Background: an optimization exercise with open tools, aiming at small area, a short achievable clock period and few clock cycles per item. Do not read the settings as production practice.
Where RTL was checked, it was by simulation tests only, not by an equivalence proof against the original.
Function not checked in run 3: the RTL went through the layout flow alone.

## flow/design.v (module list and top-level ports; edited modules follow where they fit)
// module onu_front: 57 lines
// module onu_div_first: 53 lines
// module onu_div_step: 63 lines
// module onu_fold: 70 lines
// module onu_quant: 50 lines
// module onu_mul_rows: 653 lines
// module oct_normal_encoder_unit: 216 lines
module oct_normal_encoder_unit #(
   parameter int COMP_BITS = 16
) (
   input  logic                                clock,
   input  logic                                reset,
   input  logic                                req_valid,
   output logic                                req_ready,
   input  logic signed [COMP_BITS-1:0]         req_comp_x,
   input  logic signed [COMP_BITS-1:0]         req_comp_y,
   input  logic signed [COMP_BITS-1:0]         req_comp_z,
   output logic                                rsp_valid,
   input  logic                                rsp_ready,
   output logic [onu_pkg::ENC_W-1:0]           rsp_enc_x,
   output logic [onu_pkg::ENC_W-1:0]           rsp_enc_y,
   output logic                                rsp_zero_vector,
   input  logic                                csr_psel,
   input  logic                                csr_penable,
   input  logic                                csr_pwrite,
   input  logic [onu_pkg::CSR_ADDR_W-1:0]      csr_paddr,
   input  logic [onu_pkg::CSR_DATA_W-1:0]      csr_pwdata,
   output logic [onu_pkg::CSR_DATA_W-1:0]      csr_prdata,
   output logic                                csr_pready
);
  // ...
==> flow/run.sh <==
#!/bin/bash
# synth_recipe.tcl (not shown) runs the flow's synth.tcl, then flattens the netlist and writes it again
# the make line also repeats each setting of config.mk as NAME=value (left out here)
make -C /OpenROAD-flow-scripts/flow DESIGN_CONFIG=/design/flow/config.mk WORK_HOME=/design/flow/orfs CLKGATE_MAP_FILE= SYNTH_SCRIPT=/design/flow/synth_recipe.tcl finish
==> flow/config.mk <==
export PLATFORM = sky130hd
export DESIGN_NAME = oct_normal_encoder_unit
export DESIGN_NICKNAME = oct_normal_encoder_unit
export VERILOG_FILES = /design/flow/design.v
export SDC_FILE = /design/flow/constraint.sdc
export NUM_CORES = 4
export LEC_CHECK = 0
export CAP_MARGIN = 20
export CORE_MARGIN = 2
export CORE_UTILIZATION = 40
export SLEW_MARGIN = 20
==> flow/constraint.sdc <==
create_clock -name core_clock -period 7.5 [get_ports {clock}]
set_input_delay 1.5000 -clock core_clock [delete_from_list [all_inputs] [get_ports {clock}]]
set_output_delay 1.5000 -clock core_clock [all_outputs]
set_load 0.01 [all_outputs]
==> notes.md, run 1 <==
height of the die approximately 460 um; first-pass GRT wire length roughly 380 mm; met2 Usage GRT 0.401; Compound-Gate Fraction of Synth Area 0.200; r2r setup slk approximately 2800 ps; # placed instances between 10000 and 15000; largest net degree at the start of global routing 177; Resize count post-CTS 0; status timing/DRC/antenna clean; drt first pass iters 8; Hold Crit Depth 0; EDFF count, synth 992; Longest Clk Path Bufs 3; max_slew headroom 0.235; crit path max-delay cell type nand2_1; DR vias about 66000; root buffer cell clkbuf_16; setup TNS 0 ps; share of layout cells above drive strength 1 0.0505; Place WS around 2900 ps; Post-Synth XOR/XNOR Area 0.0838; number of max-slew violations in the final report 0; commonest cells after routing, fill and taps aside 992 x edfxtp_1, 907 x ha_1, 596 x inv_1; Nets between 9000 and 10000; fmax 0.212 GHz; min-delay src g_div[1].u_step.out_quo_y[3]; Final Wtd Congestion between 0.9 and 1; Tmin final between 4000 and 5000 ps; Placement Cell Area 0.0886 mm^2; CP Depth 12; met3 usage in global routing 0.0268; Post-DRT Antenna Nets 0; FF+latch count between 1000 and 1500; Critical path origin g_div[0].u_step.out_sum[3]; CLK BUF 135
Testbench counts, summed over its fixed seeds: cycles 16,104, items 16,000.
==> inputs of run 2 (changes only) <==
--- a/flow/config.mk
+++ b/flow/config.mk
@@ -9,3 +9,4 @@
 export CORE_MARGIN = 2
 export CORE_UTILIZATION = 40
+export SETUP_SLACK_MARGIN = 4.2
 export SLEW_MARGIN = 20
==> run 2 against run 1 <==
Net effect: critical path type unchanged; utilization increased by 5.8 points; via count is 7.9% higher; still clean; global-route usage grew 2.3 points; area after synthesis unchanged; die area unchanged; non-clock buffer count increased by 653; flip-flop and latch count stayed put; maximum frequency grew 33%.
==> notes.md, run 2 <==
clk slew on worst S/H paths 60 ps (about the same); worst r2r src g_div[3].u_step.out_sum[1] (was g_div[0].u_step.out_sum[3]); commonest cells after routing, fill and taps aside 992 x edfxtp_1, 833 x ha_1, 533 x xnor2_1 (was 992 x edfxtp_1, 907 x ha_1, 596 x inv_1); Async S/R FF share, synth 0 (unchanged); height of the die 464 um (unchanged); CTS Sinks 1073 (unchanged); maxcap violations 0 (unchanged); CTS Hold Bufs 0 (unchanged); CP required 8020 ps (was 7970 ps); fmax 0.283 GHz (was 0.212 GHz); Total Routing Usage GR 0.250 (was 0.227); share of layout cells above drive strength 1 0.201 (was 0.0505); Final setup viols 0 (unchanged); Longest Clk Path Bufs 3 (unchanged); Num CTS Buffers 117 (unchanged); max_slew headroom 0.229 (was 0.235); commonest non-fill, non-tap cell in the layout edfxtp_1 (unchanged); Post-DRT Antenna Nets 0 (unchanged); root buffer cell clkbuf_16 (unchanged); status timing/DRC/antenna clean (unchanged); top cells by count, synth 992 x edfxtp_1, 907 x ha_1, 597 x inv_1, 561 x nor2_1, 559 x a21oi_1 (unchanged); first-pass GRT wire length 414 mm (was 380 mm); Die Footprint 0.215 mm^2 (unchanged); Max Clock Skew 91.6 ps (was 90.1 ps); number of global-route vias before repair 68317 (was 63931); unrepaired setup endpoints after global routing yes (was no); Top Registers g_div.u_step.out_sum3 x113, g_div.u_step.out_rem_x x102, g_div.u_step.out_rem_y x102 (unchanged); hpwl dp 194 mm (unchanged); CTS tree yes (unchanged); Unique masters post-synth 106 (unchanged); Final Wtd Congestion 0.942 (unchanged); Worst setup SP type flip-flop (unchanged); routed length per instance 23.9 um (was 22.1 um); Starting Density 0.403 (unchanged); Largest register FFs 113 (unchanged); Core Util, Final 0.500 (was 0.442); Post-synth top flop edfxtp_1 (unchanged); min-delay src g_div[1].u_step.out_quo_y[3] (unchanged); Ys Warns 24 (unchanged); Residual DRC 0 (unchanged); worst min-delay path class flip-flop to flip-flop (unchanged); Worst-Margin Slew 1160 ps (was 1150 ps); CP Data Arrival Time 4050 ps (was 5180 ps); peak fanout along the critical path 6 (was 19); Place WS 2870 ps (unchanged); critical path capture point type flip-flop (unchanged); Synth area leader edfxtp_1 (unchanged); DR vias 70851 (was 65639); Top reg by flops g_div.u_step.out_sum3 (unchanged); Hold Crit Depth 0 (unchanged); Layout Area Growth over Synthesis 24.2% (was 9.75%); reg2reg path depth 13 (was 12); IO Port Bufs 122 (unchanged); filler cell count 18935 (was 20052); Synth top area share 0.353 (unchanged); post-route setup slack 3970 ps (was 2790 ps); Placement Cell Area 0.0886 mm^2 (unchanged); Yosys reg bits 1073 (unchanged); H-tree Lvls 3 (unchanged); Iter 0 DRT Violations 6571 (was 5300); register area share after synthesis 0.372 (unchanged); Synth Area per Inst 9.99 um^2 (unchanged); core area 0.210 mm^2 (unchanged); largest net degree at the start of global routing 177 (unchanged); drt first pass iters 9 (was 8); DR vias/cell 5.90 (was 5.79); Site Rows 168 (unchanged); most common cell in the netlist edfxtp_1 (unchanged); worst-skew pair later-pin latency 790 ps (was 780 ps); fin crit share 0.471 (was 0.628); die width 464 um (unchanged); I/O pin count 158 (unchanged); Tmin final 3530 ps (was 4710 ps); GRT Residual Overflow 0 (unchanged); synth top area cells edfxtp_1 35%, ha_1 13%, xnor2_1 5.6%, fa_1 4.0%, a21oi_1 3.3% (unchanged); post-synthesis cell area 0.0845 mm^2 (unchanged); Nets 10266 (was 9602); Critical path origin g_div[3].u_step.out_sum[1] (was g_div[0].u_step.out_sum[3]); Hold Vio Cnt, Final 0 (unchanged); Post-Route WL 287 mm (was 251 mm); gate count after technology mapping 8451 (unchanged); initial antenna violation count 11 (was 13); number of max-slew violations in the final report 0 (unchanged); EDFF count, synth 992 (unchanged); Worst Setup Path Type flip-flop to flip-flop (unchanged); Design Area, Final 0.105 mm^2 (was 0.0927 mm^2)
## run 2: cells by family after synthesis
logic type,after synthesis,share of synthesized area
other cells,2,0.0000889
flops,1073,0.372
simple gates,1917,0.109
compound gates,2485,0.200
mux,135,0.0166
buf+inv,953,0.0438
xor+xnor,808,0.0838
fa+ha+maj,1078,0.174
## run 2: area by class of cell
| class | count | area (um^2) | area share |
|---|---|---|---|
| repair buffers | 858 | 9180 | 0.0875 |
| inverters | 599 | 2290 | 0.0218 |
| well taps | 2805 | 3510 | 0.0334 |
| flip-flops and latches | 1073 | 31500 | 0.300 |
| clock buffers | 135 | 3070 | 0.0292 |
| clock inverters | 83 | 983 | 0.00937 |
| multi-input cells | 6453 | 54400 | 0.518 |
| diodes | 4 | 10.0 | 0.0000954 |
## run 2: path summary, 6_finish.rpt
path,endpoint,slack [ps]
min reg2reg,g_div[2].u_step.out_quo_y[5],400
max,g_div[4].u_step.out_rem_x[16],3970
min,g_div[2].u_step.out_quo_y[5],400
max reg2reg,g_div[4].u_step.out_rem_x[16],3970
## run 2: critical path, stage by stage, from the launching register on
cell and delay, ps:
edfxtp_1 360, buf_4 190, inv_2 130, ha_1 260, nor2b_1 160, o31a_1 280, o41a_1 400, and3_1 230
o31a_1 310, o31ai_2 230, a21boi_1 140, or3_1 330, a21oi_2 180, o31ai_4 90
## run 2: routing by layer
metal	up-vias	wire length, um	GRT usage
li1	32725	-	-
met1	34271	111000	0.295
met2	2850	139000	0.433
met3	999	17200	0.0349
met4	6	20000	0.148
met5	-	37	0
## run 2: metrics by stage
step | hold WS [ps] | TNS [ps] | instances
after CTS | 387 | 0 | 11773
after floorplan | 388 | -7776690 | 8468
after global placement | 401 | 0 | 11124
after global routing | 408 | 0 | 12007
final | 400 | 0 | 12010
after detailed placement | 405 | 0 | 11124
## run 2: what timing repair did
action,CTS,global route
pin swaps,232,301
gates resized for setup,887,588
endpoints found under the hold margin,0,0
buffers inserted,385,206
endpoints found under the setup margin,373,339
cloned,46,27
==> module onu_quant, before the edit <==
module onu_quant (
   input  logic                              clock,
   input  logic                              reset,
   input  logic                              adv,
   input  logic                              in_valid,
   input  logic                              in_zero,
   input  logic [29:0]                       in_dig_x,
   input  logic                              in_e_x,
   input  logic [29:0]                       in_dig_y,
   input  logic                              in_e_y,
   input  logic [onu_pkg::RANGE_W-1:0]       range_max,
   input  logic [onu_pkg::RANGE_W+1:0]       range_max3,
   output logic                              out_valid,
   output logic [onu_pkg::ENC_W-1:0]         out_enc_x,
   output logic [onu_pkg::ENC_W-1:0]         out_enc_y,
   output logic                              out_zero
);
   logic [31:0] ax0, ax1, ay0, ay1;
   logic [31:0] rx0, rx1, ry0, ry1;
   logic        zero_ff;
   logic [31:0] sx, sy;
   onu_mul_rows u_mx (
      .s1 (in_dig_x[29:24]), .s2 (in_dig_x[23:18]), .s3 (in_dig_x[17:12]),
      .s4 (in_dig_x[11:6]), .neg (in_dig_x[5:0]), .e (in_e_x),
      .r (range_max), .r3 (range_max3), .row0 (ax0), .row1 (ax1)
   );
   onu_mul_rows u_my (
      .s1 (in_dig_y[29:24]), .s2 (in_dig_y[23:18]), .s3 (in_dig_y[17:12]),
      .s4 (in_dig_y[11:6]), .neg (in_dig_y[5:0]), .e (in_e_y),
      .r (range_max), .r3 (range_max3), .row0 (ay0), .row1 (ay1)
   );
   always_ff @(posedge clock) begin
      if (reset) out_valid <= 1'b0;
      else if (adv) out_valid <= in_valid;
   end
   always_ff @(posedge clock) begin
      if (adv) begin
         rx0     <= ax0;
         rx1     <= ax1;
         ry0     <= ay0;
         ry1     <= ay1;
         zero_ff <= in_zero;
      end
   end
   assign sx = rx0 + rx1;
   assign sy = ry0 + ry1;
   assign out_enc_x = zero_ff ? '0 : sx[31:16];
   assign out_enc_y = zero_ff ? '0 : sy[31:16];
   assign out_zero  = zero_ff;
endmodule
==> module onu_mul_rows, before the edit <==
module onu_mul_rows (
   input  logic [5:0]  s1,
   input  logic [5:0]  s2,
   input  logic [5:0]  s3,
   input  logic [5:0]  s4,
   input  logic [5:0]  neg,
   input  logic        e,
   input  logic [15:0] r,
   input  logic [17:0] r3,
   output logic [31:0] row0,
   output logic [31:0] row1
);
   logic [5:0]  nneg;
   logic [15:0] er;
   assign nneg = ~neg;
   assign er   = r & {16{e}};
   logic pp0_0;
   logic pp0_1;
   logic pp0_2;
   logic pp0_3;
   logic pp0_4;
   logic pp0_5;
   logic pp0_6;
   logic pp0_7;
   logic pp0_8;
   logic pp0_9;
   logic pp0_10;
   logic pp0_11;
   logic pp0_12;
   logic pp0_13;
   logic pp0_14;
   logic pp0_15;
   logic pp0_16;
   logic pp0_17;
   logic pp1_0;
   logic pp1_1;
   logic pp1_2;
   logic pp1_3;
   logic pp1_4;
   logic pp1_5;
   logic pp1_6;
   logic pp1_7;
   logic pp1_8;
   logic pp1_9;
   logic pp1_10;
   logic pp1_11;
   logic pp1_12;
   logic pp1_13;
   logic pp1_14;
   logic pp1_15;
   logic pp1_16;
   logic pp1_17;
   logic pp2_0;
   logic pp2_1;
   logic pp2_2;
   logic pp2_3;
   logic pp2_4;
   logic pp2_5;
   logic pp2_6;
   logic pp2_7;
   logic pp2_8;
   logic pp2_9;
   logic pp2_10;
   logic pp2_11;
   logic pp2_12;
   logic pp2_13;
   logic pp2_14;
   logic pp2_15;
   logic pp2_16;
   logic pp2_17;
   logic pp3_0;
   logic pp3_1;
   logic pp3_2;
   logic pp3_3;
   logic pp3_4;
   logic pp3_5;
   logic pp3_6;
   logic pp3_7;
   logic pp3_8;
   logic pp3_9;
   logic pp3_10;
   logic pp3_11;
   logic pp3_12;
   logic pp3_13;
   logic pp3_14;
   logic pp3_15;
   logic pp3_16;
   logic pp3_17;
   logic pp4_0;
   logic pp4_1;
   logic pp4_2;
   logic pp4_3;
   logic pp4_4;
   logic pp4_5;
   logic pp4_6;
   logic pp4_7;
   logic pp4_8;
   logic pp4_9;
   logic pp4_10;
   logic pp4_11;
   logic pp4_12;
   logic pp4_13;
   logic pp4_14;
   logic pp4_15;
   logic pp4_16;
   logic pp4_17;
   logic pp5_0;
   logic pp5_1;
   logic pp5_2;
   logic pp5_3;
   logic pp5_4;
   logic pp5_5;
   logic pp5_6;
   logic pp5_7;
   logic pp5_8;
   logic pp5_9;
   logic pp5_10;
   logic pp5_11;
   logic pp5_12;
   logic pp5_13;
   logic pp5_14;
   logic pp5_15;
   logic pp5_16;
   logic fs1;
   logic fc2;
   logic fs3;
   logic fc4;
   logic fs5;
   logic fc6;
   logic fs7;
   logic fc8;
   logic fs9;
   logic fc10;
   logic fs11;
   logic fc12;
   logic fs13;
   logic fc14;
   logic fs15;
   logic fc16;
   logic fs17;
   logic fc18;
   logic fs19;
   logic fc20;
   logic fs21;
   logic fc22;
   logic fs23;
   logic fc24;
   logic fs25;
   logic fc26;
   logic fs27;
   logic fc28;
   logic fs29;
   logic fc30;
   logic fs31;
   logic fc32;
   logic fs33;
   logic fc34;
   logic fs35;
   logic fc36;
   logic fs37;
   logic fc38;
   logic fs39;
   logic fc40;
   logic fs41;
   logic fc42;
   logic fs43;
   logic fc44;
   logic fs45;
   logic fc46;
   logic fs47;
   logic fc48;
   logic fs49;
   logic fc50;
   logic fs51;
   logic fc52;
   logic fs53;
   logic fc54;
   logic fs55;
   logic fc56;
   logic fs57;
   logic fc58;
   logic fs59;
   logic fc60;
   logic fs61;
   logic fc62;
   logic fs63;
   logic fc64;
   logic fs65;
   logic fc66;
   logic fs67;
   logic fc68;
   logic fs69;
   logic fc70;
   logic fs71;
   logic fc72;
   logic fs73;
   logic fc74;
   logic fs75;
   logic fc76;
   logic fs77;
   logic fc78;
   logic fs79;
   logic fc80;
   logic fs81;
   logic fc82;
   logic fs83;
   logic fc84;
   logic fs85;
   logic fc86;
   logic fs87;
   logic fc88;
   logic fs89;
   logic fc90;
   logic fs91;
   logic fc92;
   logic fs93;
   logic fc94;
   logic fs95;
   logic fc96;
   logic fs97;
   logic fc98;
   logic fs99;
   logic fc100;
   logic fs101;
   logic fc102;
   logic fs103;
   logic fc104;
   logic fs105;
   logic fc106;
   logic fs107;
   logic fc108;
   logic fs109;
   logic fc110;
   logic fs111;
   logic fc112;
   logic fs113;
   logic fc114;
   logic fs115;
   logic fc116;
   logic fs117;
   logic fc118;
   logic fs119;
   logic fc120;
   logic fs121;
   logic fc122;
   logic fs123;
   logic fc124;
   logic fs125;
   logic fc126;
   logic fs127;
   logic fc128;
   logic fs129;
   logic fc130;
   logic fs131;
   logic fc132;
   logic fs133;
   logic fc134;
   logic fs135;
   logic fc136;
   logic fs137;
   logic fc138;
   logic fs139;
   logic fc140;
   logic fs141;
   logic fc142;
   logic fs143;
   logic fc144;
   logic fs145;
   logic fc146;
   logic fs147;
   logic fc148;
   logic fs149;
   logic fc150;
   logic fs151;
   logic fc152;
   logic fs153;
   logic fc154;
   logic fs155;
   logic fc156;
   logic fs157;
   logic fc158;
   logic fs159;
   logic fc160;
   logic fs161;
   logic fc162;
   logic fs163;
   logic fc164;
   logic fs165;
   logic fc166;
   logic fs167;
   logic fc168;
   logic fs169;
   logic fc170;
   logic fs171;
   logic fc172;
   logic fs173;
   logic fc174;
   logic fs175;
   logic fc176;
   logic fs177;
   logic fc178;
   logic fs179;
   logic fc180;
   logic fs181;
   logic fc182;
   logic fs183;
   logic fc184;
   logic fs185;
   logic fc186;
   logic fs187;
   logic fc188;
   logic fs189;
   logic fc190;
   logic fs191;
   logic fc192;
   logic fs193;
   logic fc194;
   logic fs195;
   logic fc196;
   logic fs197;
   logic fc198;
   logic fs199;
   logic fc200;
   logic fs201;
   logic fc202;
   logic fs203;
   logic fc204;
   logic fs205;
   logic fc206;
   logic fs207;
   logic fc208;
   logic fs209;
   logic fc210;
   assign pp0_0 = ((s1[0] & r[0]) | (s3[0] & r3[0])) ^ neg[0];
   assign pp0_1 = ((s1[0] & r[1]) | (s2[0] & r[0]) | (s3[0] & r3[1])) ^ neg[0];
   assign pp0_2 = ((s1[0] & r[2]) | (s2[0] & r[1]) | (s3[0] & r3[2]) | (s4[0] & r[0])) ^ neg[0];
   assign pp0_3 = ((s1[0] & r[3]) | (s2[0] & r[2]) | (s3[0] & r3[3]) | (s4[0] & r[1])) ^ neg[0];
   assign pp0_4 = ((s1[0] & r[4]) | (s2[0] & r[3]) | (s3[0] & r3[4]) | (s4[0] & r[2])) ^ neg[0];
   assign pp0_5 = ((s1[0] & r[5]) | (s2[0] & r[4]) | (s3[0] & r3[5]) | (s4[0] & r[3])) ^ neg[0];
   assign pp0_6 = ((s1[0] & r[6]) | (s2[0] & r[5]) | (s3[0] & r3[6]) | (s4[0] & r[4])) ^ neg[0];
   assign pp0_7 = ((s1[0] & r[7]) | (s2[0] & r[6]) | (s3[0] & r3[7]) | (s4[0] & r[5])) ^ neg[0];
   assign pp0_8 = ((s1[0] & r[8]) | (s2[0] & r[7]) | (s3[0] & r3[8]) | (s4[0] & r[6])) ^ neg[0];
   assign pp0_9 = ((s1[0] & r[9]) | (s2[0] & r[8]) | (s3[0] & r3[9]) | (s4[0] & r[7])) ^ neg[0];
   assign pp0_10 = ((s1[0] & r[10]) | (s2[0] & r[9]) | (s3[0] & r3[10]) | (s4[0] & r[8])) ^ neg[0];
   assign pp0_11 = ((s1[0] & r[11]) | (s2[0] & r[10]) | (s3[0] & r3[11]) | (s4[0] & r[9])) ^ neg[0];
   assign pp0_12 = ((s1[0] & r[12]) | (s2[0] & r[11]) | (s3[0] & r3[12]) | (s4[0] & r[10])) ^ neg[0];
   assign pp0_13 = ((s1[0] & r[13]) | (s2[0] & r[12]) | (s3[0] & r3[13]) | (s4[0] & r[11])) ^ neg[0];
   assign pp0_14 = ((s1[0] & r[14]) | (s2[0] & r[13]) | (s3[0] & r3[14]) | (s4[0] & r[12])) ^ neg[0];
   assign pp0_15 = ((s1[0] & r[15]) | (s2[0] & r[14]) | (s3[0] & r3[15]) | (s4[0] & r[13])) ^ neg[0];
   assign pp0_16 = ((s2[0] & r[15]) | (s3[0] & r3[16]) | (s4[0] & r[14])) ^ neg[0];
   assign pp0_17 = ((s3[0] & r3[17]) | (s4[0] & r[15])) ^ neg[0];
   assign pp1_0 = ((s1[1] & r[0]) | (s3[1] & r3[0])) ^ neg[1];
   assign pp1_1 = ((s1[1] & r[1]) | (s2[1] & r[0]) | (s3[1] & r3[1])) ^ neg[1];
   assign pp1_2 = ((s1[1] & r[2]) | (s2[1] & r[1]) | (s3[1] & r3[2]) | (s4[1] & r[0])) ^ neg[1];
   assign pp1_3 = ((s1[1] & r[3]) | (s2[1] & r[2]) | (s3[1] & r3[3]) | (s4[1] & r[1])) ^ neg[1];
   assign pp1_4 = ((s1[1] & r[4]) | (s2[1] & r[3]) | (s3[1] & r3[4]) | (s4[1] & r[2])) ^ neg[1];
   assign pp1_5 = ((s1[1] & r[5]) | (s2[1] & r[4]) | (s3[1] & r3[5]) | (s4[1] & r[3])) ^ neg[1];
   assign pp1_6 = ((s1[1] & r[6]) | (s2[1] & r[5]) | (s3[1] & r3[6]) | (s4[1] & r[4])) ^ neg[1];
   assign pp1_7 = ((s1[1] & r[7]) | (s2[1] & r[6]) | (s3[1] & r3[7]) | (s4[1] & r[5])) ^ neg[1];
   assign pp1_8 = ((s1[1] & r[8]) | (s2[1] & r[7]) | (s3[1] & r3[8]) | (s4[1] & r[6])) ^ neg[1];
   assign pp1_9 = ((s1[1] & r[9]) | (s2[1] & r[8]) | (s3[1] & r3[9]) | (s4[1] & r[7])) ^ neg[1];
   assign pp1_10 = ((s1[1] & r[10]) | (s2[1] & r[9]) | (s3[1] & r3[10]) | (s4[1] & r[8])) ^ neg[1];
   assign pp1_11 = ((s1[1] & r[11]) | (s2[1] & r[10]) | (s3[1] & r3[11]) | (s4[1] & r[9])) ^ neg[1];
   assign pp1_12 = ((s1[1] & r[12]) | (s2[1] & r[11]) | (s3[1] & r3[12]) | (s4[1] & r[10])) ^ neg[1];
   assign pp1_13 = ((s1[1] & r[13]) | (s2[1] & r[12]) | (s3[1] & r3[13]) | (s4[1] & r[11])) ^ neg[1];
   assign pp1_14 = ((s1[1] & r[14]) | (s2[1] & r[13]) | (s3[1] & r3[14]) | (s4[1] & r[12])) ^ neg[1];
   assign pp1_15 = ((s1[1] & r[15]) | (s2[1] & r[14]) | (s3[1] & r3[15]) | (s4[1] & r[13])) ^ neg[1];
   assign pp1_16 = ((s2[1] & r[15]) | (s3[1] & r3[16]) | (s4[1] & r[14])) ^ neg[1];
   assign pp1_17 = ((s3[1] & r3[17]) | (s4[1] & r[15])) ^ neg[1];
   assign pp2_0 = ((s1[2] & r[0]) | (s3[2] & r3[0])) ^ neg[2];
   assign pp2_1 = ((s1[2] & r[1]) | (s2[2] & r[0]) | (s3[2] & r3[1])) ^ neg[2];
   assign pp2_2 = ((s1[2] & r[2]) | (s2[2] & r[1]) | (s3[2] & r3[2]) | (s4[2] & r[0])) ^ neg[2];
   assign pp2_3 = ((s1[2] & r[3]) | (s2[2] & r[2]) | (s3[2] & r3[3]) | (s4[2] & r[1])) ^ neg[2];
   assign pp2_4 = ((s1[2] & r[4]) | (s2[2] & r[3]) | (s3[2] & r3[4]) | (s4[2] & r[2])) ^ neg[2];
   assign pp2_5 = ((s1[2] & r[5]) | (s2[2] & r[4]) | (s3[2] & r3[5]) | (s4[2] & r[3])) ^ neg[2];
   assign pp2_6 = ((s1[2] & r[6]) | (s2[2] & r[5]) | (s3[2] & r3[6]) | (s4[2] & r[4])) ^ neg[2];
   assign pp2_7 = ((s1[2] & r[7]) | (s2[2] & r[6]) | (s3[2] & r3[7]) | (s4[2] & r[5])) ^ neg[2];
   assign pp2_8 = ((s1[2] & r[8]) | (s2[2] & r[7]) | (s3[2] & r3[8]) | (s4[2] & r[6])) ^ neg[2];
   assign pp2_9 = ((s1[2] & r[9]) | (s2[2] & r[8]) | (s3[2] & r3[9]) | (s4[2] & r[7])) ^ neg[2];
   assign pp2_10 = ((s1[2] & r[10]) | (s2[2] & r[9]) | (s3[2] & r3[10]) | (s4[2] & r[8])) ^ neg[2];
   assign pp2_11 = ((s1[2] & r[11]) | (s2[2] & r[10]) | (s3[2] & r3[11]) | (s4[2] & r[9])) ^ neg[2];
   assign pp2_12 = ((s1[2] & r[12]) | (s2[2] & r[11]) | (s3[2] & r3[12]) | (s4[2] & r[10])) ^ neg[2];
   assign pp2_13 = ((s1[2] & r[13]) | (s2[2] & r[12]) | (s3[2] & r3[13]) | (s4[2] & r[11])) ^ neg[2];
   assign pp2_14 = ((s1[2] & r[14]) | (s2[2] & r[13]) | (s3[2] & r3[14]) | (s4[2] & r[12])) ^ neg[2];
   assign pp2_15 = ((s1[2] & r[15]) | (s2[2] & r[14]) | (s3[2] & r3[15]) | (s4[2] & r[13])) ^ neg[2];
   assign pp2_16 = ((s2[2] & r[15]) | (s3[2] & r3[16]) | (s4[2] & r[14])) ^ neg[2];
   assign pp2_17 = ((s3[2] & r3[17]) | (s4[2] & r[15])) ^ neg[2];
   assign pp3_0 = ((s1[3] & r[0]) | (s3[3] & r3[0])) ^ neg[3];
   assign pp3_1 = ((s1[3] & r[1]) | (s2[3] & r[0]) | (s3[3] & r3[1])) ^ neg[3];
   assign pp3_2 = ((s1[3] & r[2]) | (s2[3] & r[1]) | (s3[3] & r3[2]) | (s4[3] & r[0])) ^ neg[3];
   assign pp3_3 = ((s1[3] & r[3]) | (s2[3] & r[2]) | (s3[3] & r3[3]) | (s4[3] & r[1])) ^ neg[3];
   assign pp3_4 = ((s1[3] & r[4]) | (s2[3] & r[3]) | (s3[3] & r3[4]) | (s4[3] & r[2])) ^ neg[3];
   assign pp3_5 = ((s1[3] & r[5]) | (s2[3] & r[4]) | (s3[3] & r3[5]) | (s4[3] & r[3])) ^ neg[3];
   assign pp3_6 = ((s1[3] & r[6]) | (s2[3] & r[5]) | (s3[3] & r3[6]) | (s4[3] & r[4])) ^ neg[3];
   assign pp3_7 = ((s1[3] & r[7]) | (s2[3] & r[6]) | (s3[3] & r3[7]) | (s4[3] & r[5])) ^ neg[3];
   assign pp3_8 = ((s1[3] & r[8]) | (s2[3] & r[7]) | (s3[3] & r3[8]) | (s4[3] & r[6])) ^ neg[3];
   assign pp3_9 = ((s1[3] & r[9]) | (s2[3] & r[8]) | (s3[3] & r3[9]) | (s4[3] & r[7])) ^ neg[3];
   assign pp3_10 = ((s1[3] & r[10]) | (s2[3] & r[9]) | (s3[3] & r3[10]) | (s4[3] & r[8])) ^ neg[3];
   assign pp3_11 = ((s1[3] & r[11]) | (s2[3] & r[10]) | (s3[3] & r3[11]) | (s4[3] & r[9])) ^ neg[3];
   assign pp3_12 = ((s1[3] & r[12]) | (s2[3] & r[11]) | (s3[3] & r3[12]) | (s4[3] & r[10])) ^ neg[3];
   assign pp3_13 = ((s1[3] & r[13]) | (s2[3] & r[12]) | (s3[3] & r3[13]) | (s4[3] & r[11])) ^ neg[3];
   assign pp3_14 = ((s1[3] & r[14]) | (s2[3] & r[13]) | (s3[3] & r3[14]) | (s4[3] & r[12])) ^ neg[3];
   assign pp3_15 = ((s1[3] & r[15]) | (s2[3] & r[14]) | (s3[3] & r3[15]) | (s4[3] & r[13])) ^ neg[3];
   assign pp3_16 = ((s2[3] & r[15]) | (s3[3] & r3[16]) | (s4[3] & r[14])) ^ neg[3];
   assign pp3_17 = ((s3[3] & r3[17]) | (s4[3] & r[15])) ^ neg[3];
   assign pp4_0 = ((s1[4] & r[0]) | (s3[4] & r3[0])) ^ neg[4];
   assign pp4_1 = ((s1[4] & r[1]) | (s2[4] & r[0]) | (s3[4] & r3[1])) ^ neg[4];
   assign pp4_2 = ((s1[4] & r[2]) | (s2[4] & r[1]) | (s3[4] & r3[2]) | (s4[4] & r[0])) ^ neg[4];
   assign pp4_3 = ((s1[4] & r[3]) | (s2[4] & r[2]) | (s3[4] & r3[3]) | (s4[4] & r[1])) ^ neg[4];
   assign pp4_4 = ((s1[4] & r[4]) | (s2[4] & r[3]) | (s3[4] & r3[4]) | (s4[4] & r[2])) ^ neg[4];
   assign pp4_5 = ((s1[4] & r[5]) | (s2[4] & r[4]) | (s3[4] & r3[5]) | (s4[4] & r[3])) ^ neg[4];
   assign pp4_6 = ((s1[4] & r[6]) | (s2[4] & r[5]) | (s3[4] & r3[6]) | (s4[4] & r[4])) ^ neg[4];
   assign pp4_7 = ((s1[4] & r[7]) | (s2[4] & r[6]) | (s3[4] & r3[7]) | (s4[4] & r[5])) ^ neg[4];
   assign pp4_8 = ((s1[4] & r[8]) | (s2[4] & r[7]) | (s3[4] & r3[8]) | (s4[4] & r[6])) ^ neg[4];
   assign pp4_9 = ((s1[4] & r[9]) | (s2[4] & r[8]) | (s3[4] & r3[9]) | (s4[4] & r[7])) ^ neg[4];
   assign pp4_10 = ((s1[4] & r[10]) | (s2[4] & r[9]) | (s3[4] & r3[10]) | (s4[4] & r[8])) ^ neg[4];
   assign pp4_11 = ((s1[4] & r[11]) | (s2[4] & r[10]) | (s3[4] & r3[11]) | (s4[4] & r[9])) ^ neg[4];
   assign pp4_12 = ((s1[4] & r[12]) | (s2[4] & r[11]) | (s3[4] & r3[12]) | (s4[4] & r[10])) ^ neg[4];
   assign pp4_13 = ((s1[4] & r[13]) | (s2[4] & r[12]) | (s3[4] & r3[13]) | (s4[4] & r[11])) ^ neg[4];
   assign pp4_14 = ((s1[4] & r[14]) | (s2[4] & r[13]) | (s3[4] & r3[14]) | (s4[4] & r[12])) ^ neg[4];
   assign pp4_15 = ((s1[4] & r[15]) | (s2[4] & r[14]) | (s3[4] & r3[15]) | (s4[4] & r[13])) ^ neg[4];
   assign pp4_16 = ((s2[4] & r[15]) | (s3[4] & r3[16]) | (s4[4] & r[14])) ^ neg[4];
   assign pp4_17 = ((s3[4] & r3[17]) | (s4[4] & r[15])) ^ neg[4];
   assign pp5_0 = ((s1[5] & r[0]) | (s3[5] & r3[0])) ^ neg[5];
   assign pp5_1 = ((s1[5] & r[1]) | (s2[5] & r[0]) | (s3[5] & r3[1])) ^ neg[5];
   assign pp5_2 = ((s1[5] & r[2]) | (s2[5] & r[1]) | (s3[5] & r3[2]) | (s4[5] & r[0])) ^ neg[5];
   assign pp5_3 = ((s1[5] & r[3]) | (s2[5] & r[2]) | (s3[5] & r3[3]) | (s4[5] & r[1])) ^ neg[5];
   assign pp5_4 = ((s1[5] & r[4]) | (s2[5] & r[3]) | (s3[5] & r3[4]) | (s4[5] & r[2])) ^ neg[5];
   assign pp5_5 = ((s1[5] & r[5]) | (s2[5] & r[4]) | (s3[5] & r3[5]) | (s4[5] & r[3])) ^ neg[5];
   assign pp5_6 = ((s1[5] & r[6]) | (s2[5] & r[5]) | (s3[5] & r3[6]) | (s4[5] & r[4])) ^ neg[5];
   assign pp5_7 = ((s1[5] & r[7]) | (s2[5] & r[6]) | (s3[5] & r3[7]) | (s4[5] & r[5])) ^ neg[5];
   assign pp5_8 = ((s1[5] & r[8]) | (s2[5] & r[7]) | (s3[5] & r3[8]) | (s4[5] & r[6])) ^ neg[5];
   assign pp5_9 = ((s1[5] & r[9]) | (s2[5] & r[8]) | (s3[5] & r3[9]) | (s4[5] & r[7])) ^ neg[5];
   assign pp5_10 = ((s1[5] & r[10]) | (s2[5] & r[9]) | (s3[5] & r3[10]) | (s4[5] & r[8])) ^ neg[5];
   assign pp5_11 = ((s1[5] & r[11]) | (s2[5] & r[10]) | (s3[5] & r3[11]) | (s4[5] & r[9])) ^ neg[5];
   assign pp5_12 = ((s1[5] & r[12]) | (s2[5] & r[11]) | (s3[5] & r3[12]) | (s4[5] & r[10])) ^ neg[5];
   assign pp5_13 = ((s1[5] & r[13]) | (s2[5] & r[12]) | (s3[5] & r3[13]) | (s4[5] & r[11])) ^ neg[5];
   assign pp5_14 = ((s1[5] & r[14]) | (s2[5] & r[13]) | (s3[5] & r3[14]) | (s4[5] & r[12])) ^ neg[5];
   assign pp5_15 = ((s1[5] & r[15]) | (s2[5] & r[14]) | (s3[5] & r3[15]) | (s4[5] & r[13])) ^ neg[5];
   assign pp5_16 = ((s2[5] & r[15]) | (s3[5] & r3[16]) | (s4[5] & r[14])) ^ neg[5];
   assign fs1 = pp0_12 ^ pp1_9;
   assign fc2 = pp0_12 & pp1_9;
   assign fs3 = pp0_13 ^ pp1_10;
   assign fc4 = pp0_13 & pp1_10;
   assign fs5 = pp0_14 ^ pp1_11;
   assign fc6 = pp0_14 & pp1_11;
   assign fs7 = pp0_15 ^ pp1_12 ^ pp2_9;
   assign fc8 = (pp0_15 & pp1_12) | (pp0_15 & pp2_9) | (pp1_12 & pp2_9);
   assign fs9 = pp3_6 ^ pp4_3 ^ pp5_0;
   assign fc10 = (pp3_6 & pp4_3) | (pp3_6 & pp5_0) | (pp4_3 & pp5_0);
   assign fs11 = pp0_16 ^ pp1_13 ^ pp2_10;
   assign fc12 = (pp0_16 & pp1_13) | (pp0_16 & pp2_10) | (pp1_13 & pp2_10);
   assign fs13 = pp0_17 ^ pp1_14;
   assign fc14 = pp0_17 & pp1_14;
   assign fs15 = nneg[0] ^ pp1_15 ^ pp2_12;
   assign fc16 = (nneg[0] & pp1_15) | (nneg[0] & pp2_12) | (pp1_15 & pp2_12);
   assign fs17 = pp1_16 ^ pp2_13;
   assign fc18 = pp1_16 & pp2_13;
   assign fs19 = pp1_17 ^ pp2_14;
   assign fc20 = pp1_17 & pp2_14;
   assign fs21 = pp0_6 ^ pp1_3;
   assign fc22 = pp0_6 & pp1_3;
   assign fs23 = pp0_7 ^ pp1_4;
   assign fc24 = pp0_7 & pp1_4;
   assign fs25 = pp0_8 ^ pp1_5;
   assign fc26 = pp0_8 & pp1_5;
   assign fs27 = pp0_9 ^ pp1_6 ^ pp2_3;
   assign fc28 = (pp0_9 & pp1_6) | (pp0_9 & pp2_3) | (pp1_6 & pp2_3);
   assign fs29 = pp3_0 ^ neg[3];
   assign fc30 = pp3_0 & neg[3];
   assign fs31 = pp0_10 ^ pp1_7 ^ pp2_4;
   assign fc32 = (pp0_10 & pp1_7) | (pp0_10 & pp2_4) | (pp1_7 & pp2_4);
   assign fs33 = pp3_1 ^ er[10];
   assign fc34 = pp3_1 & er[10];
   assign fs35 = pp0_11 ^ pp1_8 ^ pp2_5;
   assign fc36 = (pp0_11 & pp1_8) | (pp0_11 & pp2_5) | (pp1_8 & pp2_5);
   assign fs37 = pp3_2 ^ er[11];
   assign fc38 = pp3_2 & er[11];
   assign fs39 = pp2_6 ^ pp3_3 ^ pp4_0;
   assign fc40 = (pp2_6 & pp3_3) | (pp2_6 & pp4_0) | (pp3_3 & pp4_0);
   assign fs41 = neg[4] ^ er[12] ^ fs1;
   assign fc42 = (neg[4] & er[12]) | (neg[4] & fs1) | (er[12] & fs1);
   assign fs43 = fc2 ^ pp2_7 ^ pp3_4;
   assign fc44 = (fc2 & pp2_7) | (fc2 & pp3_4) | (pp2_7 & pp3_4);
   assign fs45 = pp4_1 ^ er[13] ^ fs3;
   assign fc46 = (pp4_1 & er[13]) | (pp4_1 & fs3) | (er[13] & fs3);
   assign fs47 = fc4 ^ pp2_8 ^ pp3_5;
   assign fc48 = (fc4 & pp2_8) | (fc4 & pp3_5) | (pp2_8 & pp3_5);
   assign fs49 = pp4_2 ^ er[14] ^ fs5;
   assign fc50 = (pp4_2 & er[14]) | (pp4_2 & fs5) | (er[14] & fs5);
   assign fs51 = fc6 ^ neg[5] ^ er[15];
   assign fc52 = (fc6 & neg[5]) | (fc6 & er[15]) | (neg[5] & er[15]);
   assign fs53 = 1'b1 ^ fs7 ^ fs9;
   assign fc54 = (1'b1 & fs7) | (1'b1 & fs9) | (fs7 & fs9);
   assign fs55 = fc8 ^ fc10 ^ pp3_7;
   assign fc56 = (fc8 & fc10) | (fc8 & pp3_7) | (fc10 & pp3_7);
   assign fs57 = pp4_4 ^ pp5_1 ^ fs11;
   assign fc58 = (pp4_4 & pp5_1) | (pp4_4 & fs11) | (pp5_1 & fs11);
   assign fs59 = fc12 ^ pp2_11 ^ pp3_8;
   assign fc60 = (fc12 & pp2_11) | (fc12 & pp3_8) | (pp2_11 & pp3_8);
   assign fs61 = pp4_5 ^ pp5_2 ^ fs13;
   assign fc62 = (pp4_5 & pp5_2) | (pp4_5 & fs13) | (pp5_2 & fs13);
   assign fs63 = fc14 ^ pp3_9 ^ pp4_6;
   assign fc64 = (fc14 & pp3_9) | (fc14 & pp4_6) | (pp3_9 & pp4_6);
   assign fs65 = pp5_3 ^ 1'b1 ^ fs15;
   assign fc66 = (pp5_3 & 1'b1) | (pp5_3 & fs15) | (1'b1 & fs15);
   assign fs67 = fc16 ^ pp3_10 ^ pp4_7;
   assign fc68 = (fc16 & pp3_10) | (fc16 & pp4_7) | (pp3_10 & pp4_7);
   assign fs69 = pp5_4 ^ 1'b1 ^ fs17;
   assign fc70 = (pp5_4 & 1'b1) | (pp5_4 & fs17) | (1'b1 & fs17);
   assign fs71 = fc18 ^ pp3_11 ^ pp4_8;
   assign fc72 = (fc18 & pp3_11) | (fc18 & pp4_8) | (pp3_11 & pp4_8);
   assign fs73 = pp5_5 ^ 1'b1 ^ fs19;
   assign fc74 = (pp5_5 & 1'b1) | (pp5_5 & fs19) | (1'b1 & fs19);
   assign fs75 = fc20 ^ nneg[1] ^ pp2_15;
   assign fc76 = (fc20 & nneg[1]) | (fc20 & pp2_15) | (nneg[1] & pp2_15);
   assign fs77 = pp3_12 ^ pp4_9 ^ pp5_6;
   assign fc78 = (pp3_12 & pp4_9) | (pp3_12 & pp5_6) | (pp4_9 & pp5_6);
   assign fs79 = pp2_16 ^ pp3_13 ^ pp4_10;
   assign fc80 = (pp2_16 & pp3_13) | (pp2_16 & pp4_10) | (pp3_13 & pp4_10);
   assign fs81 = pp5_7 ^ 1'b1;
   assign fc82 = pp5_7 & 1'b1;
   assign fs83 = pp2_17 ^ pp3_14 ^ pp4_11;
   assign fc84 = (pp2_17 & pp3_14) | (pp2_17 & pp4_11) | (pp3_14 & pp4_11);
   assign fs85 = pp5_8 ^ 1'b1;
   assign fc86 = pp5_8 & 1'b1;
   assign fs87 = nneg[2] ^ pp3_15 ^ pp4_12;
   assign fc88 = (nneg[2] & pp3_15) | (nneg[2] & pp4_12) | (pp3_15 & pp4_12);
   assign fs89 = pp3_16 ^ pp4_13;
   assign fc90 = pp3_16 & pp4_13;
   assign fs91 = pp3_17 ^ pp4_14;
   assign fc92 = pp3_17 & pp4_14;
   assign fs93 = pp0_3 ^ pp1_0;
   assign fc94 = pp0_3 & pp1_0;
   assign fs95 = pp0_4 ^ pp1_1;
   assign fc96 = pp0_4 & pp1_1;
   assign fs97 = pp0_5 ^ pp1_2;
   assign fc98 = pp0_5 & pp1_2;
   assign fs99 = pp2_0 ^ neg[2] ^ er[6];
   assign fc100 = (pp2_0 & neg[2]) | (pp2_0 & er[6]) | (neg[2] & er[6]);
   assign fs101 = fc22 ^ pp2_1 ^ er[7];
   assign fc102 = (fc22 & pp2_1) | (fc22 & er[7]) | (pp2_1 & er[7]);
   assign fs103 = fc24 ^ pp2_2 ^ er[8];
   assign fc104 = (fc24 & pp2_2) | (fc24 & er[8]) | (pp2_2 & er[8]);
   assign fs105 = fc26 ^ er[9] ^ fs27;
   assign fc106 = (fc26 & er[9]) | (fc26 & fs27) | (er[9] & fs27);
   assign fs107 = fc28 ^ fc30 ^ fs31;
   assign fc108 = (fc28 & fc30) | (fc28 & fs31) | (fc30 & fs31);
   assign fs109 = fc32 ^ fc34 ^ fs35;
   assign fc110 = (fc32 & fc34) | (fc32 & fs35) | (fc34 & fs35);
   assign fs111 = fc36 ^ fc38 ^ fs39;
   assign fc112 = (fc36 & fc38) | (fc36 & fs39) | (fc38 & fs39);
   assign fs113 = fc40 ^ fc42 ^ fs43;
   assign fc114 = (fc40 & fc42) | (fc40 & fs43) | (fc42 & fs43);
   assign fs115 = fc44 ^ fc46 ^ fs47;
   assign fc116 = (fc44 & fc46) | (fc44 & fs47) | (fc46 & fs47);
   assign fs117 = fc48 ^ fc50 ^ fs51;
   assign fc118 = (fc48 & fc50) | (fc48 & fs51) | (fc50 & fs51);
   assign fs119 = fc52 ^ fc54 ^ fs55;
   assign fc120 = (fc52 & fc54) | (fc52 & fs55) | (fc54 & fs55);
   assign fs121 = fc56 ^ fc58 ^ fs59;
   assign fc122 = (fc56 & fc58) | (fc56 & fs59) | (fc58 & fs59);
   assign fs123 = fc60 ^ fc62 ^ fs63;
   assign fc124 = (fc60 & fc62) | (fc60 & fs63) | (fc62 & fs63);
   assign fs125 = fc64 ^ fc66 ^ fs67;
   assign fc126 = (fc64 & fc66) | (fc64 & fs67) | (fc66 & fs67);
   assign fs127 = fc68 ^ fc70 ^ fs71;
   assign fc128 = (fc68 & fc70) | (fc68 & fs71) | (fc70 & fs71);
   assign fs129 = fc72 ^ fc74 ^ fs75;
   assign fc130 = (fc72 & fc74) | (fc72 & fs75) | (fc74 & fs75);
   assign fs131 = fc76 ^ fc78 ^ fs79;
   assign fc132 = (fc76 & fc78) | (fc76 & fs79) | (fc78 & fs79);
   assign fs133 = fc80 ^ fc82 ^ fs83;
   assign fc134 = (fc80 & fc82) | (fc80 & fs83) | (fc82 & fs83);
   assign fs135 = fc84 ^ fc86 ^ pp5_9;
   assign fc136 = (fc84 & fc86) | (fc84 & pp5_9) | (fc86 & pp5_9);
   assign fs137 = fc88 ^ pp5_10 ^ 1'b1;
   assign fc138 = (fc88 & pp5_10) | (fc88 & 1'b1) | (pp5_10 & 1'b1);
   assign fs139 = fc90 ^ pp5_11 ^ 1'b1;
   assign fc140 = (fc90 & pp5_11) | (fc90 & 1'b1) | (pp5_11 & 1'b1);
   assign fs141 = fc92 ^ nneg[3] ^ pp4_15;
   assign fc142 = (fc92 & nneg[3]) | (fc92 & pp4_15) | (nneg[3] & pp4_15);
   assign fs143 = pp4_16 ^ pp5_13;
   assign fc144 = pp4_16 & pp5_13;
   assign fs145 = pp4_17 ^ pp5_14;
   assign fc146 = pp4_17 & pp5_14;
   assign fs147 = pp0_0 ^ neg[0];
   assign fc148 = pp0_0 & neg[0];
   assign fs149 = pp0_1 ^ er[1];
   assign fc150 = pp0_1 & er[1];
   assign fs151 = pp0_2 ^ er[2];
   assign fc152 = pp0_2 & er[2];
   assign fs153 = neg[1] ^ er[3] ^ fs93;
   assign fc154 = (neg[1] & er[3]) | (neg[1] & fs93) | (er[3] & fs93);
   assign fs155 = fc94 ^ er[4] ^ fs95;
   assign fc156 = (fc94 & er[4]) | (fc94 & fs95) | (er[4] & fs95);
   assign fs157 = fc96 ^ er[5] ^ fs97;
   assign fc158 = (fc96 & er[5]) | (fc96 & fs97) | (er[5] & fs97);
   assign fs159 = fc98 ^ fs21 ^ fs99;
   assign fc160 = (fc98 & fs21) | (fc98 & fs99) | (fs21 & fs99);
   assign fs161 = fc100 ^ fs23 ^ fs101;
   assign fc162 = (fc100 & fs23) | (fc100 & fs101) | (fs23 & fs101);
   assign fs163 = fc102 ^ fs25 ^ fs103;
   assign fc164 = (fc102 & fs25) | (fc102 & fs103) | (fs25 & fs103);
   assign fs165 = fc104 ^ fs29 ^ fs105;
   assign fc166 = (fc104 & fs29) | (fc104 & fs105) | (fs29 & fs105);
   assign fs167 = fc106 ^ fs33 ^ fs107;
   assign fc168 = (fc106 & fs33) | (fc106 & fs107) | (fs33 & fs107);
   assign fs169 = fc108 ^ fs37 ^ fs109;
   assign fc170 = (fc108 & fs37) | (fc108 & fs109) | (fs37 & fs109);
   assign fs171 = fc110 ^ fs41 ^ fs111;
   assign fc172 = (fc110 & fs41) | (fc110 & fs111) | (fs41 & fs111);
   assign fs173 = fc112 ^ fs45 ^ fs113;
   assign fc174 = (fc112 & fs45) | (fc112 & fs113) | (fs45 & fs113);
   assign fs175 = fc114 ^ fs49 ^ fs115;
   assign fc176 = (fc114 & fs49) | (fc114 & fs115) | (fs49 & fs115);
   assign fs177 = fc116 ^ fs53 ^ fs117;
   assign fc178 = (fc116 & fs53) | (fc116 & fs117) | (fs53 & fs117);
   assign fs179 = fc118 ^ fs57 ^ fs119;
   assign fc180 = (fc118 & fs57) | (fc118 & fs119) | (fs57 & fs119);
   assign fs181 = fc120 ^ fs61 ^ fs121;
   assign fc182 = (fc120 & fs61) | (fc120 & fs121) | (fs61 & fs121);
   assign fs183 = fc122 ^ fs65 ^ fs123;
   assign fc184 = (fc122 & fs65) | (fc122 & fs123) | (fs65 & fs123);
   assign fs185 = fc124 ^ fs69 ^ fs125;
   assign fc186 = (fc124 & fs69) | (fc124 & fs125) | (fs69 & fs125);
   assign fs187 = fc126 ^ fs73 ^ fs127;
   assign fc188 = (fc126 & fs73) | (fc126 & fs127) | (fs73 & fs127);
   assign fs189 = fc128 ^ fs77 ^ fs129;
   assign fc190 = (fc128 & fs77) | (fc128 & fs129) | (fs77 & fs129);
   assign fs191 = fc130 ^ fs81 ^ fs131;
   assign fc192 = (fc130 & fs81) | (fc130 & fs131) | (fs81 & fs131);
   assign fs193 = fc132 ^ fs85 ^ fs133;
   assign fc194 = (fc132 & fs85) | (fc132 & fs133) | (fs85 & fs133);
   assign fs195 = fc134 ^ fs87 ^ fs135;
   assign fc196 = (fc134 & fs87) | (fc134 & fs135) | (fs87 & fs135);
   assign fs197 = fc136 ^ fs89 ^ fs137;
   assign fc198 = (fc136 & fs89) | (fc136 & fs137) | (fs89 & fs137);
   assign fs199 = fc138 ^ fs91 ^ fs139;
   assign fc200 = (fc138 & fs91) | (fc138 & fs139) | (fs91 & fs139);
   assign fs201 = fc140 ^ pp5_12 ^ fs141;
   assign fc202 = (fc140 & pp5_12) | (fc140 & fs141) | (pp5_12 & fs141);
   assign fs203 = fc142 ^ 1'b1 ^ fs143;
   assign fc204 = (fc142 & 1'b1) | (fc142 & fs143) | (1'b1 & fs143);
   assign fs205 = fc144 ^ 1'b1 ^ fs145;
   assign fc206 = (fc144 & 1'b1) | (fc144 & fs145) | (1'b1 & fs145);
   assign fs207 = fc146 ^ nneg[4] ^ pp5_15;
   assign fc208 = (fc146 & nneg[4]) | (fc146 & pp5_15) | (nneg[4] & pp5_15);
   assign fs209 = pp5_16 ^ 1'b1;
   assign fc210 = pp5_16 & 1'b1;
   assign row0 = {fc208, fc206, fc204, fc202, fc200, fc198, fc196, fc194, fc192, fc190, fc188, fc186, fc184, fc182, fc180, fc178, fc176, fc174, fc172, fc170, fc168, fc166, fc164, fc162, fc160, fc158, fc156, fc154, fc152, fc150, fc148, er[0]};
   assign row1 = {fs209, fs207, fs205, fs203, fs201, fs199, fs197, fs195, fs193, fs191, fs189, fs187, fs185, fs183, fs181, fs179, fs177, fs175, fs173, fs171, fs169, fs167, fs165, fs163, fs161, fs159, fs157, fs155, fs153, fs151, fs149, fs147};
endmodule
==> inputs of run 3 (changes only) <==
--- a/flow/design.v
+++ b/flow/design.v
@@ -273,6 +273,6 @@
    output logic                              out_zero
 );
-   logic [31:0] ax0, ax1, ay0, ay1;
-   logic [31:0] rx0, rx1, ry0, ry1;
+   logic [31:0] ax0, ax1, ax2, ay0, ay1, ay2;
+   logic [31:0] rx0, rx1, rx2, ry0, ry1, ry2;
    logic        zero_ff;
    logic [31:0] sx, sy;
@@ -280,10 +280,10 @@
       .s1 (in_dig_x[29:24]), .s2 (in_dig_x[23:18]), .s3 (in_dig_x[17:12]),
       .s4 (in_dig_x[11:6]), .neg (in_dig_x[5:0]), .e (in_e_x),
-      .r (range_max), .r3 (range_max3), .row0 (ax0), .row1 (ax1)
+      .r (range_max), .r3 (range_max3), .row0 (ax0), .row1 (ax1), .row2 (ax2)
    );
    onu_mul_rows u_my (
       .s1 (in_dig_y[29:24]), .s2 (in_dig_y[23:18]), .s3 (in_dig_y[17:12]),
       .s4 (in_dig_y[11:6]), .neg (in_dig_y[5:0]), .e (in_e_y),
-      .r (range_max), .r3 (range_max3), .row0 (ay0), .row1 (ay1)
+      .r (range_max), .r3 (range_max3), .row0 (ay0), .row1 (ay1), .row2 (ay2)
    );
    always_ff @(posedge clock) begin
@@ -295,11 +295,13 @@
          rx0     <= ax0;
          rx1     <= ax1;
+         rx2     <= ax2;
          ry0     <= ay0;
          ry1     <= ay1;
+         ry2     <= ay2;
          zero_ff <= in_zero;
       end
    end
-   assign sx = rx0 + rx1;
-   assign sy = ry0 + ry1;
+   assign sx = rx0 + rx1 + rx2;
+   assign sy = ry0 + ry1 + ry2;
    assign out_enc_x = zero_ff ? '0 : sx[31:16];
    assign out_enc_y = zero_ff ? '0 : sy[31:16];
@@ -316,5 +318,6 @@
    input  logic [17:0] r3,
    output logic [31:0] row0,
-   output logic [31:0] row1
+   output logic [31:0] row1,
+   output logic [31:0] row2
 );
    logic [5:0]  nneg;
@@ -575,68 +578,4 @@
    logic fs145;
    logic fc146;
-   logic fs147;
-   logic fc148;
-   logic fs149;
-   logic fc150;
-   logic fs151;
-   logic fc152;
-   logic fs153;
-   logic fc154;
-   logic fs155;
-   logic fc156;
-   logic fs157;
-   logic fc158;
-   logic fs159;
-   logic fc160;
-   logic fs161;
-   logic fc162;
-   logic fs163;
-   logic fc164;
-   logic fs165;
-   logic fc166;
-   logic fs167;
-   logic fc168;
-   logic fs169;
-   logic fc170;
-   logic fs171;
-   logic fc172;
-   logic fs173;
-   logic fc174;
-   logic fs175;
-   logic fc176;
-   logic fs177;
-   logic fc178;
-   logic fs179;
-   logic fc180;
-   logic fs181;
-   logic fc182;
-   logic fs183;
-   logic fc184;
-   logic fs185;
-   logic fc186;
-   logic fs187;
-   logic fc188;
-   logic fs189;
-   logic fc190;
-   logic fs191;
-   logic fc192;
-   logic fs193;
-   logic fc194;
-   logic fs195;
-   logic fc196;
-   logic fs197;
-   logic fc198;
-   logic fs199;
-   logic fc200;
-   logic fs201;
-   logic fc202;
-   logic fs203;
-   logic fc204;
-   logic fs205;
-   logic fc206;
-   logic fs207;
-   logic fc208;
-   logic fs209;
-   logic fc210;
    assign pp0_0 = ((s1[0] & r[0]) | (s3[0] & r3[0])) ^ neg[0];
    assign pp0_1 = ((s1[0] & r[1]) | (s2[0] & r[0]) | (s3[0] & r3[1])) ^ neg[0];
@@ -892,70 +831,7 @@
    assign fs145 = pp4_17 ^ pp5_14;
    assign fc146 = pp4_17 & pp5_14;
-   assign fs147 = pp0_0 ^ neg[0];
-   assign fc148 = pp0_0 & neg[0];
-   assign fs149 = pp0_1 ^ er[1];
-   assign fc150 = pp0_1 & er[1];
-   assign fs151 = pp0_2 ^ er[2];
-   assign fc152 = pp0_2 & er[2];
-   assign fs153 = neg[1] ^ er[3] ^ fs93;
-   assign fc154 = (neg[1] & er[3]) | (neg[1] & fs93) | (er[3] & fs93);
-   assign fs155 = fc94 ^ er[4] ^ fs95;
-   assign fc156 = (fc94 & er[4]) | (fc94 & fs95) | (er[4] & fs95);
-   assign fs157 = fc96 ^ er[5] ^ fs97;
-   assign fc158 = (fc96 & er[5]) | (fc96 & fs97) | (er[5] & fs97);
-   assign fs159 = fc98 ^ fs21 ^ fs99;
-   assign fc160 = (fc98 & fs21) | (fc98 & fs99) | (fs21 & fs99);
-   assign fs161 = fc100 ^ fs23 ^ fs101;
-   assign fc162 = (fc100 & fs23) | (fc100 & fs101) | (fs23 & fs101);
-   assign fs163 = fc102 ^ fs25 ^ fs103;
-   assign fc164 = (fc102 & fs25) | (fc102 & fs103) | (fs25 & fs103);
-   assign fs165 = fc104 ^ fs29 ^ fs105;
-   assign fc166 = (fc104 & fs29) | (fc104 & fs105) | (fs29 & fs105);
-   assign fs167 = fc106 ^ fs33 ^ fs107;
-   assign fc168 = (fc106 & fs33) | (fc106 & fs107) | (fs33 & fs107);
-   assign fs169 = fc108 ^ fs37 ^ fs109;
-   assign fc170 = (fc108 & fs37) | (fc108 & fs109) | (fs37 & fs109);
-   assign fs171 = fc110 ^ fs41 ^ fs111;
-   assign fc172 = (fc110 & fs41) | (fc110 & fs111) | (fs41 & fs111);
-   assign fs173 = fc112 ^ fs45 ^ fs113;
-   assign fc174 = (fc112 & fs45) | (fc112 & fs113) | (fs45 & fs113);
-   assign fs175 = fc114 ^ fs49 ^ fs115;
-   assign fc176 = (fc114 & fs49) | (fc114 & fs115) | (fs49 & fs115);
-   assign fs177 = fc116 ^ fs53 ^ fs117;
-   assign fc178 = (fc116 & fs53) | (fc116 & fs117) | (fs53 & fs117);
-   assign fs179 = fc118 ^ fs57 ^ fs119;
-   assign fc180 = (fc118 & fs57) | (fc118 & fs119) | (fs57 & fs119);
-   assign fs181 = fc120 ^ fs61 ^ fs121;
-   assign fc182 = (fc120 & fs61) | (fc120 & fs121) | (fs61 & fs121);
-   assign fs183 = fc122 ^ fs65 ^ fs123;
-   assign fc184 = (fc122 & fs65) | (fc122 & fs123) | (fs65 & fs123);
-   assign fs185 = fc124 ^ fs69 ^ fs125;
-   assign fc186 = (fc124 & fs69) | (fc124 & fs125) | (fs69 & fs125);
-   assign fs187 = fc126 ^ fs73 ^ fs127;
-   assign fc188 = (fc126 & fs73) | (fc126 & fs127) | (fs73 & fs127);
-   assign fs189 = fc128 ^ fs77 ^ fs129;
-   assign fc190 = (fc128 & fs77) | (fc128 & fs129) | (fs77 & fs129);
-   assign fs191 = fc130 ^ fs81 ^ fs131;
-   assign fc192 = (fc130 & fs81) | (fc130 & fs131) | (fs81 & fs131);
-   assign fs193 = fc132 ^ fs85 ^ fs133;
-   assign fc194 = (fc132 & fs85) | (fc132 & fs133) | (fs85 & fs133);
-   assign fs195 = fc134 ^ fs87 ^ fs135;
-   assign fc196 = (fc134 & fs87) | (fc134 & fs135) | (fs87 & fs135);
-   assign fs197 = fc136 ^ fs89 ^ fs137;
-   assign fc198 = (fc136 & fs89) | (fc136 & fs137) | (fs89 & fs137);
-   assign fs199 = fc138 ^ fs91 ^ fs139;
-   assign fc200 = (fc138 & fs91) | (fc138 & fs139) | (fs91 & fs139);
-   assign fs201 = fc140 ^ pp5_12 ^ fs141;
-   assign fc202 = (fc140 & pp5_12) | (fc140 & fs141) | (pp5_12 & fs141);
-   assign fs203 = fc142 ^ 1'b1 ^ fs143;
-   assign fc204 = (fc142 & 1'b1) | (fc142 & fs143) | (1'b1 & fs143);
-   assign fs205 = fc144 ^ 1'b1 ^ fs145;
-   assign fc206 = (fc144 & 1'b1) | (fc144 & fs145) | (1'b1 & fs145);
-   assign fs207 = fc146 ^ nneg[4] ^ pp5_15;
-   assign fc208 = (fc146 & nneg[4]) | (fc146 & pp5_15) | (nneg[4] & pp5_15);
-   assign fs209 = pp5_16 ^ 1'b1;
-   assign fc210 = pp5_16 & 1'b1;
-   assign row0 = {fc208, fc206, fc204, fc202, fc200, fc198, fc196, fc194, fc192, fc190, fc188, fc186, fc184, fc182, fc180, fc178, fc176, fc174, fc172, fc170, fc168, fc166, fc164, fc162, fc160, fc158, fc156, fc154, fc152, fc150, fc148, er[0]};
-   assign row1 = {fs209, fs207, fs205, fs203, fs201, fs199, fs197, fs195, fs193, fs191, fs189, fs187, fs185, fs183, fs181, fs179, fs177, fs175, fs173, fs171, fs169, fs167, fs165, fs163, fs161, fs159, fs157, fs155, fs153, fs151, fs149, fs147};
+   assign row0 = {pp5_16, fc146, fc144, fc142, fc140, fc138, fc136, fc134, fc132, fc130, fc128, fc126, fc124, fc122, fc120, fc118, fc116, fc114, fc112, fc110, fc108, fc106, fc104, fc102, fc100, fc98, fc96, fc94, neg[1], pp0_2, pp0_1, pp0_0};
+   assign row1 = {1'b1, nneg[4], 1'b1, 1'b1, pp5_12, fs91, fs89, fs87, fs85, fs81, fs77, fs73, fs69, fs65, fs61, fs57, fs53, fs49, fs45, fs41, fs37, fs33, fs29, fs25, fs23, fs21, er[5], er[4], er[3], er[2], er[1], neg[0]};
+   assign row2 = {1'b0, pp5_15, fs145, fs143, fs141, fs139, fs137, fs135, fs133, fs131, fs129, fs127, fs125, fs123, fs121, fs119, fs117, fs115, fs113, fs111, fs109, fs107, fs105, fs103, fs101, fs99, fs97, fs95, fs93, 1'b0, 1'b0, er[0]};
 endmodule
 module oct_normal_encoder_unit #(
--- a/flow/config.mk
+++ b/flow/config.mk
@@ -6,4 +6,5 @@
 export NUM_CORES = 4
 export LEC_CHECK = 0
+export ABC_AREA = 1
 export CAP_MARGIN = 20
 export CORE_MARGIN = 2
==> run 3 against run 2 <==
Net effect: final cell count is 38% higher; global-route usage is 0.94 points higher; clock skew is 39 ps lower; hold slack worse by 0.70 ps; critical path depth is 9 lower; synthesized cell count is 54% higher; utilization is 5.6 points lower; area after synthesis is 17% higher.
==> notes.md, run 3 <==
fmax 0.301 GHz (was 0.283 GHz); largest net degree at the start of global routing 162 (was 177); Top reg by flops g_div.u_step.out_sum3 (unchanged); Unique masters post-synth 70 (was 106); I/O pin count 158 (unchanged); Die Footprint 0.252 mm^2 (was 0.215 mm^2); CTS tree yes (unchanged); Post-Route WL 335 mm (was 287 mm); routed length per instance 20.3 um (was 23.9 um); initial antenna violation count 7 (was 11); Ys Warns 24 (unchanged); Site Rows 182 (was 168); peak fanout along the critical path 5 (was 6); Layout Area Growth over Synthesis 10.3% (was 24.2%); DR vias/cell 5.36 (was 5.90); most common cell in the netlist nand2_1 (was edfxtp_1); hpwl dp 264 mm (was 194 mm); CP required 6000 ps (was 8020 ps); Starting Density 0.403 (about the same); GRT Residual Overflow 0 (unchanged); Nets 14266 (was 10266); max_slew headroom 0.321 (was 0.229); Fin Hold WS 400 ps (about the same); Tmin final 3320 ps (was 3530 ps); critical path capture point type output pin (was flip-flop); Post-synth top flop edfxtp_1 (unchanged); Top Registers g_div.u_step.out_sum3 x113, g_div.u_step.out_rem_x x102, g_div.u_step.out_rem_y x102 (unchanged); status timing/DRC/antenna clean (unchanged); Total Routing Usage GR 0.260 (was 0.250); share of layout cells above drive strength 1 0.0521 (was 0.201); commonest cells after routing, fill and taps aside 3599 x nand2_1, 1958 x inv_1, 1044 x edfxtp_1 (was 992 x edfxtp_1, 833 x ha_1, 533 x xnor2_1); Max Clock Skew 52.5 ps (was 91.6 ps); core area 0.246 mm^2 (was 0.210 mm^2); Largest register FFs 113 (unchanged); Synth top area share 0.316 (was 0.353); top cells by count, synth 3603 x nand2_1, 1976 x inv_1, 1044 x edfxtp_1, 970 x nand3_1, 905 x ha_1 (was 992 x edfxtp_1, 907 x ha_1, 597 x inv_1, 561 x nor2_1, 559 x a21oi_1); maxcap violations 0 (unchanged); CTS Hold Bufs 0 (unchanged); Async S/R FF share, synth 0 (unchanged); register area share after synthesis 0.332 (was 0.372); number of max-slew violations in the final report 0 (unchanged); height of the die 502 um (was 464 um); post-synthesis cell area 0.0992 mm^2 (was 0.0845 mm^2); commonest non-fill, non-tap cell in the layout nand2_1 (was edfxtp_1); Worst Setup Path Type flip-flop to output pin (was flip-flop to flip-flop); Worst setup SP type flip-flop (unchanged); Hold Vio Cnt, Final 0 (unchanged); Worst-Margin Slew 1020 ps (was 1160 ps); Synth area leader edfxtp_1 (unchanged); EDFF count, synth 1044 (was 992); setup TNS 0 ps (unchanged); Residual DRC 0 (unchanged); Iter 0 DRT Violations 8879 (was 6571); drt first pass iters 9 (unchanged); DR vias 88540 (was 70851); unrepaired setup endpoints after global routing yes (unchanged); Synth Area per Inst 7.63 um^2 (was 9.99 um^2); Longest Clk Path Bufs 3 (unchanged); Final Wtd Congestion 1.00 (was 0.942); worst min-delay path class flip-flop to flip-flop (unchanged); number of global-route vias before repair 82586 (was 68317); Num CTS Buffers 132 (was 117); IO Port Bufs 122 (unchanged); fin crit share 0.443 (was 0.471); CP Data Arrival Time 1820 ps (was 4050 ps); synth top area cells edfxtp_1 32%, nand2_1 14%, ha_1 11%, inv_1 7.5%, nand3_1 4.9% (was edfxtp_1 35%, ha_1 13%, xnor2_1 5.6%, fa_1 4.0%, a21oi_1 3.3%); first-pass GRT wire length 500 mm (was 414 mm); H-tree Lvls 4 (was 3)
run 3: changes by cell type after synthesis, sizes merged, moves of 152 or more:
cell   change
a21oi    +193
a22o     -166
inv     +1414
nand2   +3127
nand3    +885
nand4    +181
nor2     +311
nor2b    -152
o22ai    +180
xnor2    -361
xor2     +200
run 3: path summary, 6_finish.rpt:
kind	start	slack (ps)	end	cells after the start
min reg2reg	g_div[5].u_step.out_quo_x[0]	400	g_div[6].u_step.out_quo_x[2]	0
max	rd_hi_ff	4180	csr_prdata[11]	4
min	g_div[5].u_step.out_quo_x[0]	400	g_div[6].u_step.out_quo_x[2]	0
max reg2reg	u_fold.out_dig_y[2]	4260	u_quant.ry2[17]	5
run 3: critical path, stage by stage (launching register included):
cell      delay (ps)
edfxtp_1         380
buf_6            170
buf_6            140
nor2_4           200
buf_6            140
run 3: what timing repair did:
action	CTS	global route
gates cloned	4	3
pin swaps	3	11
gates resized for setup	202	62
endpoints found under the setup margin	354	238
buffers inserted	29	33
run 3: through the flow:
stage                     cell area [um^2]   util  instances  setup slack [ps]
after detailed placement            104000  0.421      16211              3340
after floorplan                      99300      -      13009              3060
after global routing                109000  0.444      16523              4100
after global placement              104000  0.421      16211              3370
final                               109000  0.444      16524              4180
after CTS                           109000  0.442      16486              3970
run 3: routing by layer:
layer  share of wire  GRT usage  up-vias
met1            0.42      0.340    40619
met2            0.45      0.420     3512
met4           0.057      0.125        2
met3           0.071     0.0378      906
met5        0.000036          0        -
li1                -          -    43501
run 3: final cells by class:
cell class	count	area [um^2]
Antenna cell	2	5.00
Tap cell	3312	4140
Timing Repair inverter	1	16.3
Clock buffer	157	3510
Clock inverter	85	982
Sequential cell	1125	33000
Timing Repair Buffer	260	2680
Fill cell	24894	137000
Inverter	2027	7780
Multi-Input combinational cell	9555	57200
run 3: logic make-up after synthesis:
| logic type | Yosys count | share of synthesized area |
|---|---|---|
| AND/OR/NAND/NOR | 5998 | 0.258 |
| buffers and inverters | 2332 | 0.0935 |
| AO/OA/AOI/OAI | 1812 | 0.110 |
| flip-flops | 1125 | 0.332 |
| adder cells (fa/ha/maj) | 1076 | 0.149 |
| XOR/XNOR | 647 | 0.0573 |
| other | 2 | 0.0000757 |

-- static timing again, ports no longer ideal --
How much do the figures lean on ideal ports? The routed layouts below were timed once more, with nothing changed but the port constraints. Step 1, drivers: a clkbuf_16 drives clock and a buf_2 each remaining input, both assumed. Step 2 times the ports against the registers' clock, not the clock port: input delays grow and output delays shrink by t, the midpoint of the rising clock arrivals with the driver on. Three values: ideal, step 1, step 2; two values: the first two.
run | t (ns) | slack for setup (ns) | worst hold slack (ns) | worst setup path after step 2 | pins driven straight from the clock port
run 1 | 0.824 | 2.791 / 2.791 / 2.791 | 0.398 / 0.398 / 0.398 | register to register | 1
run 2 | 0.830 | 3.965 / 3.965 / 3.426 | 0.400 / 0.400 / 0.400 | input to register | 1
run 3 | 0.877 | 4.179 / 4.087 / 3.594 | 0.400 / 0.400 / 0.400 | input to register | 1
After both steps every run listed still meets setup and hold. The setup slack of run 3, which loses most, moves by -0.092 ns with the drivers and by -0.585 ns with both steps.
